Context: an optimization exercise on an open-source flow, tuned for small area. The choices shown serve that exercise and are no tape-out recipe. Function was checked by simulation only, so behaviour that the tests miss may differ from the original. Power is estimated from default activity; no workload was simulated.

==> flow/design.v <==
`default_nettype none
module mips_register_file #(
    parameter int                    DATA_WIDTH = 32,
    parameter int                    ADDR_WIDTH = 5,
    parameter logic [DATA_WIDTH-1:0] SP_RESET   = 32'h0000_3FFC
) (
    input  wire logic                  Clk,
    input  wire logic                  Rst,
    input  wire logic [ADDR_WIDTH-1:0] ReadRegister1,
    input  wire logic [ADDR_WIDTH-1:0] ReadRegister2,
    input  wire logic [ADDR_WIDTH-1:0] WriteRegister,
    input  wire logic [DATA_WIDTH-1:0] WriteData,
    input  wire logic                  RegWrite,
    input  wire logic [ADDR_WIDTH-1:0] DebugAddr,
    output wire logic [DATA_WIDTH-1:0] ReadData1,
    output wire logic [DATA_WIDTH-1:0] ReadData2,
    output wire logic [DATA_WIDTH-1:0] DebugData
);
    localparam int c_num_regs  = 2 ** ADDR_WIDTH;
    localparam int c_sp_index  = 29;
    localparam int c_num_ports = 3;
    logic [DATA_WIDTH-1:0] w_array [c_num_regs];
    assign w_array[0] = '0;
    genvar gi;
    generate
        for (gi = 1; gi < c_num_regs; gi++) begin : g_entry
            localparam logic [DATA_WIDTH-1:0] c_reset_value =
                (gi == c_sp_index) ? SP_RESET : '0;
            logic [DATA_WIDTH-1:0] r_value;
            logic                  w_write_hit;
            assign w_write_hit = RegWrite &&
                                 (WriteRegister == ADDR_WIDTH'(gi));
            always_ff @(posedge Clk or negedge Rst) begin
                if (!Rst) begin
                    r_value <= c_reset_value;
                end else if (w_write_hit) begin
                    r_value <= WriteData;
                end
            end
            assign w_array[gi] = r_value;
        end
    endgenerate
    logic w_bypass_valid;
    assign w_bypass_valid = RegWrite && Rst && (WriteRegister != '0);
    logic [ADDR_WIDTH-1:0] w_raddr [c_num_ports];
    assign w_raddr[0] = ReadRegister1;
    assign w_raddr[1] = ReadRegister2;
    assign w_raddr[2] = DebugAddr;
    genvar gp;
    generate
        for (gp = 0; gp < c_num_ports; gp++) begin : g_read_port
            logic [DATA_WIDTH-1:0] w_data;
            always_comb begin
                w_data = w_array[w_raddr[gp]];
                if (w_bypass_valid && (w_raddr[gp] == WriteRegister)) begin
                    w_data = WriteData;
                end
            end
        end
    endgenerate
    assign ReadData1 = g_read_port[0].w_data;
    assign ReadData2 = g_read_port[1].w_data;
    assign DebugData = g_read_port[2].w_data;
endmodule
`default_nettype wire
==> flow/run.sh <==
#!/bin/bash
# synth_recipe.tcl (not shown) runs the flow's synth.tcl, then flattens the netlist and writes it again
# the make line also repeats each setting of config.mk as NAME=value (left out here)
make -C /OpenROAD-flow-scripts/flow DESIGN_CONFIG=/design/flow/config.mk WORK_HOME=/design/flow/orfs CLKGATE_MAP_FILE= SYNTH_SCRIPT=/design/flow/synth_recipe.tcl finish
==> flow/config.mk <==
export PLATFORM = sky130hd
export DESIGN_NAME = mips_register_file
export DESIGN_NICKNAME = mips_register_file
export VERILOG_FILES = /design/flow/design.v
export SDC_FILE = /design/flow/constraint.sdc
export NUM_CORES = 4
export LEC_CHECK = 0
export CAP_MARGIN = 20
export CORE_MARGIN = 2
export CORE_UTILIZATION = 25
export PLACE_DENSITY = 0.35
export SETUP_SLACK_MARGIN = 0.4
export SLEW_MARGIN = 20
==> flow/constraint.sdc <==
create_clock -name core_clock -period 8.0 [get_ports {Clk}]
set_input_delay 1.6000 -clock core_clock [delete_from_list [all_inputs] [get_ports {Clk}]]
set_output_delay 1.6000 -clock core_clock [all_outputs]
set_load 0.01 [all_outputs]
==> run notes <==
==> final cells by class <==
| class | instances | area (um2) |
|---|---|---|
| diodes | 52 | 130 |
| clock buffers | 183 | 3790 |
| clock inverters | 53 | 551 |
| fillers | 23700 | 160000 |
| inverters | 11 | 41.3 |
| multi-input cells | 3905 | 31800 |
| flip-flops and latches | 992 | 24800 |
| well taps | 3026 | 3790 |
| repair buffers | 579 | 5380 |
==> worst min-delay path by stage <==
| stage | to | cells after the start |
|---|---|---|
| floorplan | g_entry[24].r_value[4] | 1 |
| global placement | g_entry[31].r_value[18] | 1 |
| detailed placement | g_entry[27].r_value[9] | 1 |
| CTS | g_entry[27].r_value[9] | 1 |
| global route | g_entry[4].r_value[16] | 1 |
| finish | g_entry[4].r_value[16] | 1 |
==> power by group <==
group | internal (mW) | leakage (nW) | switching, mW | total [mW]
clock | 3.55 | 2.12 | 2.64 | 6.19
combinational | 1.36 | 15.3 | 1.66 | 3.03
sequential | 6.00 | 12.7 | 1.72 | 7.73
==> synthesized netlist by cell type (all sizes together), types with 9 or more instances <==
cell type  number
mux2         1005
dfrtp         980
a22oi         961
and3          515
clkbuf        355
buf           219
nand4         204
nand2         190
nand3         178
a2111oi       171
nor2          128
o21ai          98
nor4           82
mux2i          30
a22o           29
nor3           25
a221oi         24
nor2b          22
nand3b         20
a32oi          18
a2bb2oi        16
a21oi          15
nand2b         15
and3b          12
dfstp          12
a32o           11
inv            11
or3b           11
nor3b          10
xnor2           9
==> logic make-up (layout without fill, tap and decap cells) <==
group	after synthesis	count (layout)	synth area share
simple gates	1461	1461	0.144
xor+xnor	15	15	0.00226
buf+inv	585	826	0.0432
other cells	0	52	0
flops	992	992	0.427
mux	1036	1036	0.200
compound gates	1393	1393	0.183
==> metal layers <==
layer / share of wire / up-vias / track usage
met5: 0.00053 / - / 0.00204
met4: 0.077 / 40 / 0.252
met3: 0.12 / 1805 / 0.132
met2: 0.40 / 5850 / 0.549
met1: 0.40 / 32700 / 0.525
li1: - / 22000 / -
==> worst reg2reg max path: cells and delay by family (launching register included) <==
kind / cells / cell delay, ns
AO/OA/AOI/OAI: 1 / 0.16
flip-flops: 1 / 0.40
buffers and inverters: 1 / 0.29
==> through the flow <==
step           area, um2  hold WS (ns)  power, mW  cells
4_1_cts            70200         0.554       16.8   8746
2_1_floorplan      58100         0.499       8.37   5482
6_report           70300         0.558       16.9   8801
3_5_place_dp       65800         0.538       10.6   8510
3_3_place_gp       65600         0.534       10.6   8501
5_1_grt            70200         0.573       17.3   8753
==> run notes <==
- Status: timing/DRC/antenna clean
- Period utilisation layout: 0.951
- Pin count of the biggest net entering global routing: 148
- Worst R2R Start: g_entry[7].r_value[21]
- Tightest Hold Check Type: reg2reg
- DRC Markers: 0
- Syn Std Cell Area: 0.0581 mm2
- Most frequent cell on the critical path: buf_4
- Slew margin rel.: 0.0499
- Max frequency: 131 MHz
- Cells after Synth: 5,482
- Top FF cell, synth: dfrtp_1
- Yosys top cell area share: 0.422
- Final setup violation count: 0
- Routed wire length: 483,000 um
- Pwr/cell area: 241 mW/mm2
- H-tree depth: 4
- Max-cap violation count: 0
- Final hold viol count: 0
- CP Cell Sequence: buf_2 -> nand2b_1 -> buf_4 -> nor2_4 -> buf_4 -> a22oi_1 -> nand4_1 -> nor4_1 -> buf_4 -> o21ai_0 -> clkdlybuf4s50_1
- Post-CTS Hold Buffers: 0
- Overflow after GRT: 0
- Die W: 486 um
- Hold path startpoint: g_entry[4].r_value[16]
- Peak fanout along the critical path: 17
- Setup crit start kind: input port
- FF-to-FF setup slack: 7.00 ns
- Worst slack, placed: 0.655 ns
- Overall Global Routing Usage: 0.396
- Syn_area_per_cell: 10.6 um2
- Die area: between 0.2 and 0.25 mm2
- Pre-antenna DRT Iters: 9
- First-pass GRT wire length: 620,000 um
- Area growth syn-to-layout: 21.0%
- Setup TNS: 0 ns
- Die height: 486 um
- Clock Tree Root: clkbuf_16
- Worst path arrival time: around 6.0 ns
- Req. time, crit path: 6.40 ns
- Final ANT Viol Nets: 0
- Yosys cell types: 80
- Crit path kind: in2out
- Clock Tree Buf Depth: 3
- Peak VDD IR: 0.139 mV
- Cell accounting for the most synthesized area: dfrtp_1
- Drt wl/cell: 54.9 um
- Family with the most delay on the worst path: simple AND/OR/NAND/NOR gates
- Synth area leaders: dfrtp_1 (42%), mux2_2 (19%), a22oi_1 (12%), and3_1 (5.5%), a2111oi_0 (2.5%)
- Tmin final: 7.61 ns
- Yosys warns: 3
- RSZ-0062 raised after global routing: no
- Reg2reg path depth: 2
- R2r endpoint: g_entry[7].r_value[21]
- Starting Density: 0.252
- Most frequent cells in the layout: mux2_2 (997), dfrtp_1 (980), a22oi_1 (961)
- Flops & latches, synth: 992
- Clock Latency Late Sink: 0.84 ns
- Vias/cell: 7.09
- CP Buf/Inv Count: 5
- Row count: 176
- Num CTS Buffers: 132
- Leakage: 30.1 nW
- Clock Sinks: 992
- CP max stage cell: nand2b_1
- Tightest Pin Transition: roughly 1.4 ns
- Clock Skews: 0 ns
- Top reg by flops: g_entry.r_value
- Vias in the first global route: 58,000
- Worst path depth: 11
- Register area share after synthesis: 0.427
- Biggest regs: g_entry.r_value (992)
- Final WS setup: between 0.3 and 0.4 ns
- Commonest non-fill, non-tap cell in the layout: mux2_2
- Pins Over Slew Limit: 0
- Worst Setup EP: ReadData1[14]
- Final nets: 5,676
- DR vias: 62,400
- Finished Core Util: 0.305
- Layout cells sized above 1: 0.326
- FFs w/ async S/R, synth: 1.00
- Number of I/O port buffers: 150
- Crit. Startpoint: ReadRegister1[3]
- CTS tree: yes
- Reg clk slew, reported paths: ~0.06 ns
- Final HPWL DP: ~310,000 um
- Worst Setup End Kind: output pin
- Post-CTS Setup Bufs: 0
- Routability-driven placement congestion ratio: about 0.99
- Syn_nets: between 5,000 and 6,000
- CTS resizes: 0
- Boundary pin count: 151
- Iter 0 DRT Violations: 11,500
- Number of enable flip-flop cells after synthesis: 0
- CP peak stage delay: 0.96 ns
- Initial antenna violation count: between 80 and 90
- Core Area: 0.231 mm2
- Largest register FFs: between 900 and 1,000

-- what the ideal ports hide --
How much do the figures lean on ideal ports? The routed layout below was timed once more, with nothing changed but the port constraints.
Step 1: set_driving_cell puts a clkbuf_16 on Clk and a buf_2 on each other input, an assumption about the parent block.
Step 2 moves the port delays by t, midway between the first and last clock arrival at a register: inputs arrive t later, outputs are due t later. That takes back most of the time a late clock gives input paths.
a / b / c = ideal ports / drivers / drivers and shift; a / b = the first two.
t, ns: 0.925
setup WS [ns]: 0.389 / 0.311 / 0.311
slew at the worst register clock pin (ns): 0.07 / 0.07
worst data-port slew with drivers (ns): 0.07
After both steps setup and hold are still met in this run. For this run, drivers alone change the setup slack by -0.078 ns; drivers and shift together by -0.078 ns.
